From an optimization exercise on the open Yosys and OpenROAD flow, aimed at small area, a short achievable clock period and few clock cycles per item; shortcuts taken in it are not production practice. The RTL was checked by simulation tests, not by an equivalence proof against the original design.

==> flow/design.v <==
`default_nettype none
package fp_alu_pkg;
    localparam int FP_W = 32;
    typedef enum logic [1:0] {
        IDLE = 2'd0,
        EXEC = 2'd1,
        RESP = 2'd2
    } state_t;
endpackage
`default_nettype wire
`default_nettype none
module FP_Mul_pre (
    input  logic [31:0] a_i,
    input  logic [31:0] b_i,
    output logic        sign_o,
    output logic        nan_o,
    output logic [9:0]  exp_o      
);
    logic [7:0] ea, eb;
    logic       a_zero, b_zero, a_inf, b_inf, a_nan, b_nan, a_fz, b_fz;
    logic [9:0] exp_n;
    assign ea     = a_i[30:23];
    assign eb     = b_i[30:23];
    assign a_fz   = (a_i[22:0] == 23'd0);
    assign b_fz   = (b_i[22:0] == 23'd0);
    assign a_zero = (ea == 8'd0);
    assign b_zero = (eb == 8'd0);
    assign a_inf  = (ea == 8'hFF) &  a_fz;
    assign b_inf  = (eb == 8'hFF) &  b_fz;
    assign a_nan  = (ea == 8'hFF) & ~a_fz;
    assign b_nan  = (eb == 8'hFF) & ~b_fz;
    assign exp_n  = {2'b00, ea} + {2'b00, eb} - 10'd127;
    always_comb begin
        nan_o  = 1'b0;
        sign_o = a_i[31] ^ b_i[31];
        exp_o  = exp_n;
        if (a_nan || b_nan || (a_inf && b_zero) || (a_zero && b_inf)) begin
            nan_o  = 1'b1;
            sign_o = 1'b0;
            exp_o  = 10'd300;           
        end else if (a_inf || b_inf)
            exp_o  = 10'd300;           
        else if (a_zero || b_zero)
            exp_o  = 10'h300;           
    end
endmodule
module FP_Mul_post (
    input  logic        sign_i,
    input  logic        nan_i,
    input  logic [9:0]  exp_i,
    input  logic [24:0] ph_i,       
    input  logic        g_i,        
    input  logic        st_i,       
    output logic [31:0] p_o
);
    logic [22:0] mant;
    logic        guard, sticky, round_up;
    logic [23:0] mant_r;
    logic [9:0]  exp_r;
    always_comb begin
        if (ph_i[24]) begin
            mant   = ph_i[23:1];
            guard  = ph_i[0];
            sticky = g_i | st_i;
        end else begin
            mant   = ph_i[22:0];
            guard  = g_i;
            sticky = st_i;
        end
        round_up = guard & (sticky | mant[0]);
        mant_r   = {1'b0, mant} + {23'd0, round_up};
        exp_r    = exp_i + {9'd0, ph_i[24]} + {9'd0, mant_r[23]};
        if (exp_r[9] || (exp_r == 10'd0))
            p_o = {sign_i, 31'd0};
        else if (exp_r >= 10'd255)
            p_o = {sign_i, 8'hFF, nan_i, 22'd0};
        else
            p_o = {sign_i, exp_r[7:0], mant_r[22:0]};
    end
endmodule
`default_nettype wire
`default_nettype none
module fp_mul_arbiter #(
    parameter int W = fp_alu_pkg::FP_W
) (
    input  logic         clk,
    input  logic         rst,
    input  logic         req0_valid,
    input  logic [W-1:0] req0_a,
    input  logic [W-1:0] req0_b,
    output logic         req0_ready,
    input  logic         req1_valid,
    input  logic [W-1:0] req1_a,
    input  logic [W-1:0] req1_b,
    output logic         req1_ready,
    output logic         rsp_valid,
    output logic [W-1:0] rsp_data,
    output logic         rsp_id,
    input  logic         rsp_ready
);
    logic        turn_q;                  
    logic        stall;
    logic        accept;
    logic [31:0] in_a, in_b;
    logic        s1_v_q, s1_id_q, s1_sign_q, s1_nan_q;
    logic [9:0]  s1_exp_q;
    logic [22:0] s1_fa_q, s1_fb_q;
    logic        pre_sign, pre_nan;
    logic [9:0]  pre_exp;
    logic        s2_v_q, s2_id_q, s2_sign_q, s2_nan_q;
    logic [9:0]  s2_exp_q;
    logic [24:0] s2_ph_q;
    logic        s2_g_q, s2_st_q;
    logic [47:0] prod;
    assign stall      = s2_v_q & ~rsp_ready;
    assign req0_ready = ~rst & ~stall & ~turn_q;
    assign req1_ready = ~rst & ~stall &  turn_q;
    assign accept     = turn_q ? req1_valid : req0_valid;
    assign in_a       = turn_q ? req1_a : req0_a;
    assign in_b       = turn_q ? req1_b : req0_b;
    FP_Mul_pre u_pre (
        .a_i    (in_a),
        .b_i    (in_b),
        .sign_o (pre_sign),
        .nan_o  (pre_nan),
        .exp_o  (pre_exp)
    );
    assign prod = {1'b1, s1_fa_q} * {1'b1, s1_fb_q};
    FP_Mul_post u_post (
        .sign_i (s2_sign_q),
        .nan_i  (s2_nan_q),
        .exp_i  (s2_exp_q),
        .ph_i   (s2_ph_q),
        .g_i    (s2_g_q),
        .st_i   (s2_st_q),
        .p_o    (rsp_data)
    );
    always_ff @(posedge clk) begin
        if (rst) begin
            turn_q <= 1'b0;
            s1_v_q <= 1'b0;
            s2_v_q <= 1'b0;
        end else if (!stall) begin
            if (turn_q ? req0_valid : req1_valid) turn_q <= ~turn_q;
            s1_v_q <= accept;
            s2_v_q <= s1_v_q;
        end
    end
    always_ff @(posedge clk) begin
        if (!stall) begin
            s1_id_q   <= turn_q;
            s1_sign_q <= pre_sign;
            s1_nan_q  <= pre_nan;
            s1_exp_q  <= pre_exp;
            s1_fa_q   <= in_a[22:0];
            s1_fb_q   <= in_b[22:0];
            s2_id_q   <= s1_id_q;
            s2_sign_q <= s1_sign_q;
            s2_nan_q  <= s1_nan_q;
            s2_exp_q  <= s1_exp_q;
            s2_ph_q   <= prod[47:23];
            s2_g_q    <= prod[22];
            s2_st_q   <= |prod[21:0];
        end
    end
    assign rsp_valid = s2_v_q;
    assign rsp_id    = s2_id_q;
endmodule
`default_nettype wire
==> flow/run.sh <==
#!/bin/bash
# synth_recipe.tcl (not shown) runs the flow's synth.tcl, then flattens the netlist and writes it again
# the make line also repeats each setting of config.mk as NAME=value (left out here)
make -C /OpenROAD-flow-scripts/flow DESIGN_CONFIG=/design/flow/config.mk WORK_HOME=/design/flow/orfs CLKGATE_MAP_FILE= SYNTH_SCRIPT=/design/flow/synth_recipe.tcl finish
==> flow/config.mk <==
export PLATFORM = sky130hd
export DESIGN_NAME = fp_mul_arbiter
export DESIGN_NICKNAME = fp_mul_arbiter
export VERILOG_FILES = /design/flow/design.v
export SDC_FILE = /design/flow/constraint.sdc
export NUM_CORES = 4
export LEC_CHECK = 0
export CAP_MARGIN = 20
export CORE_MARGIN = 2
export CORE_UTILIZATION = 40
export SETUP_SLACK_MARGIN = 5
export SLEW_MARGIN = 20
==> flow/constraint.sdc <==
create_clock -name core_clock -period 11.0 [get_ports {clk}]
set_input_delay 2.2000 -clock core_clock [delete_from_list [all_inputs] [get_ports {clk}]]
set_output_delay 2.2000 -clock core_clock [all_outputs]
set_load 0.01 [all_outputs]
==> results.txt <==
fin cells=3750; Pre-antenna DRT Iters=7; Async SR Flop Fraction=0%; Final Slew Violations=0; R2R cell count=24; Hold Crit Depth=0; Post-Syn Nets=3473; post-synthesis cell count=2671; mapped cell area=0.0247 mm2; Top FF cell, synth=edfxtp_1; startpoint types=flip-flop; CTS tree=done; Ys Warns=3; outcome=timing/DRC/antenna clean; CP most frequent cell=fa_1; unrepaired setup endpoints after global routing=yes; M1 WL=32200 um; Max Cap Viol=0; clock buffer depth=2; Port-buffer cells=168; DIE WIDTH=252 um; R2R Setup Slk=3.96 ns; Max-Slew Margin vs Limit=37.7%; Die Ht=252 um; Detailed Route WL=77900 um; share of cells above drive strength 1=18.4%; diode count=0; TritonCTS Buffers=9; clock period minus worst slack=7.04 ns; CP max stage cell=fa_1; IO Pins=169; DR iter-0 viols=1261; worst skew pair latency=0.40 ns; Via density=5.24; global route total overflow=0; EDFF count, synth=99; dpl hpwl=55500 um; highest routing layer actually used=met4; Layout area overhead=26.0%; CP endpoint kind=flip-flop; WL met2=36900 um; core footprint=0.0614 mm2; most common cell after layout, fill and taps aside=inv_1; Initial Util=40.2%; Crit Path Max Fanout=5; Fin. Hold Viols=0; most frequent cells in the layout=inv_1 (569), fa_1 (461), nand2_1 (311), and2_1 (234), ha_1 (160); critical-path cell list=buf_12, clkinvlp_4, nor2_1, fa_1, inv_1, fa_1, inv_1, fa_1, fa_1, fa_2, fa_1, inv_1, fa_1, inv_1, ha_4, a21oi_4, o21ai_2, a211oi_2, nor2_1, a211o_1, a311o_1, a221oi_4, o21ai_1, xor2_1; first-pass GRT wire length=119000 um; largest net degree at the start of global routing=69; Max Freq=142 MHz; Wirelength per Cell=20.8 um; antenna violations before repair=0; Final Skew=0.0262 ns; Setup TNS=0 ns; #FFs+latches synth=102; CTS clk-pin slew, worst paths=0.07 ns; number of global-route vias before repair=21235; Total GRT Usage=24.7%; # DRC=0; area of the die=0.0637 mm2; routability congestion estimate=0.934; fill count=5582; largest stage delay on the critical path=0.58 ns; critical path class=reg -> reg; worst slew pin tran=0.934 ns; Distinct cells, synth=66; Final #Nets=3757; Cell Count Post-Placement=3538; via count=19657; sequential area share after synthesis=12.3%; Rows=91; H-tree levels=3; Setup-failing EPs final=0; HP Class=reg -> reg; Synth Area per Inst=9.24 um2; Final Cycle Share=64.0%; met3 routed WL=5900 um; root buf cell=clkbuf_16; Routed Antenna Nets=0; hold_buf cts=0; Worst EP arrival=7.18 ns; CP required=11.14 ns; CTS Sinks=102
==> routing by layer <==
| layer | global-route usage (%) | up-vias |
|---|---|---|
| met3 | 3.71 | 159 |
| li1 | - | 8712 |
| met1 | 32.5 | 9906 |
| met5 | 0 | - |
| met2 | 41.1 | 880 |
| met4 | 9.72 | 0 |
==> synth_stat cells (6+ instances only) <==
master    number  area, um2
o31ai_1        6       45.0
nand2b_1       6       37.5
xnor2_1       53        464
and2_1       246       1540
nor3_1        21        105
nand3_1       32        160
nand4_1       15       93.8
o21ai_1       13       65.1
nor4_1        16        100
edfxtp_1      99       2970
a21o_1        29        218
a21oi_1       79        395
inv_1        593       2230
mux2i_1       23        230
o21ai_0       21        105
o21bai_1       9       67.6
nor2_1        95        357
clkbuf_1     113        424
nand2_1      317       1190
mux2_2        52        586
nor2b_1        8       50.1
and3_1        16        100
fa_1         484       9690
a211oi_1      19        143
xor2_1        40        350
a31oi_1       10       62.6
buf_1          8       30.0
ha_1         185       2310
==> cell type report <==
| type | count | area, um2 | area share [%] |
|---|---|---|---|
| Clock inverter | 6 | 116 | 0.374 |
| Inverter | 597 | 2300 | 7.39 |
| Multi-Input combinational cell | 1850 | 20200 | 65.1 |
| Sequential cell | 102 | 3030 | 9.76 |
| Timing Repair Buffer | 395 | 4170 | 13.4 |
| Clock buffer | 10 | 239 | 0.769 |
| Tap cell | 790 | 988 | 3.18 |
==> logic make-up (layout without fill, tap and decap cells) <==
family	Yosys count	after routing	synth area share, %
buffers and inverters	721	1008	11.0
and+or+nand+nor	791	793	15.7
DFF	102	102	12.3
muxes	76	76	3.35
AOI/OAI and AO/OA	219	219	5.68
xor gates and xnor gates	93	93	3.30
adders and majority gates	669	669	48.6
==> flip-flops by register name, indices dropped and copies added (netlist names), 10 cells and up <==
| register | cells |
|---|---|
| s2_ph_q | 25 |
| s1_exp_q | 10 |
| s1_fb_q | 23 |
| s1_fa_q | 23 |
| s2_exp_q | 10 |
==> metrics by stage <==
step / hold WS, ns / utilization, % / worst slack (ns) / instance area (um2)
2_1_floorplan: 0.400 / - / 4.27 / 25400
3_3_place_gp: 0.404 / 45.0 / 3.04 / 27600
3_5_place_dp: 0.405 / 45.0 / 3.08 / 27600
4_1_cts: 0.427 / 49.1 / 3.98 / 30100
5_1_grt: 0.429 / 50.7 / 3.81 / 31100
6_report: 0.425 / 50.7 / 3.96 / 31100
==> worst max-delay path, delay by kind of cell (launching register included) <==
kind / cells / cell delay, ns
simple gates: 2 / 0.17
fa+ha+maj: 8 / 3.76
xor+xnor: 1 / 0.14
compound gates: 7 / 1.69
buf+inv: 6 / 0.57
flops: 1 / 0.45
==> final timing paths <==
| check | endpoint | start |
|---|---|---|
| worst min-delay path | s2_exp_q[1] | s1_exp_q[1] |
| worst min register to register | s2_exp_q[1] | s1_exp_q[1] |
| worst max-delay path | s2_ph_q[22] | s1_fa_q[8] |
| worst max register to register | s2_ph_q[22] | s1_fa_q[8] |
==> timing repair <==
action / CTS / global route
resized for setup: 320 / 120
buffers inserted: 139 / 47
gates cloned: 7 / 3
endpoints found under the setup margin: 58 / 58
pin swaps: 75 / 112
Testbench counts, summed over its fixed seeds: cycles 6,416, items 6,400.

-- what the ideal ports hide --
The flow's constraints put no driver on any port. The routed layout listed below was extracted and timed again, unchanged, in two steps. Step 1 assumes that a clkbuf_16 drives the clock port and a buf_2 every other input. Step 2 times the ports against the registers' clock, not the clock port: input delays grow and output delays shrink by t, the midpoint of the rising clock arrivals with the driver on. Three values: ideal, step 1, step 2; two values: the first two.
t, ns: 0.447
slack for setup (ns): 3.965 / 3.965 / 3.965
worst setup path after step 2: register to register
slew at the worst register clock pin (ns): 0.10 / 0.10
pins driven straight from the clock port: 1
After both steps this run still meets setup and hold. The setup slack of this run moves by 0.000 ns with the drivers and by 0.000 ns with both steps.
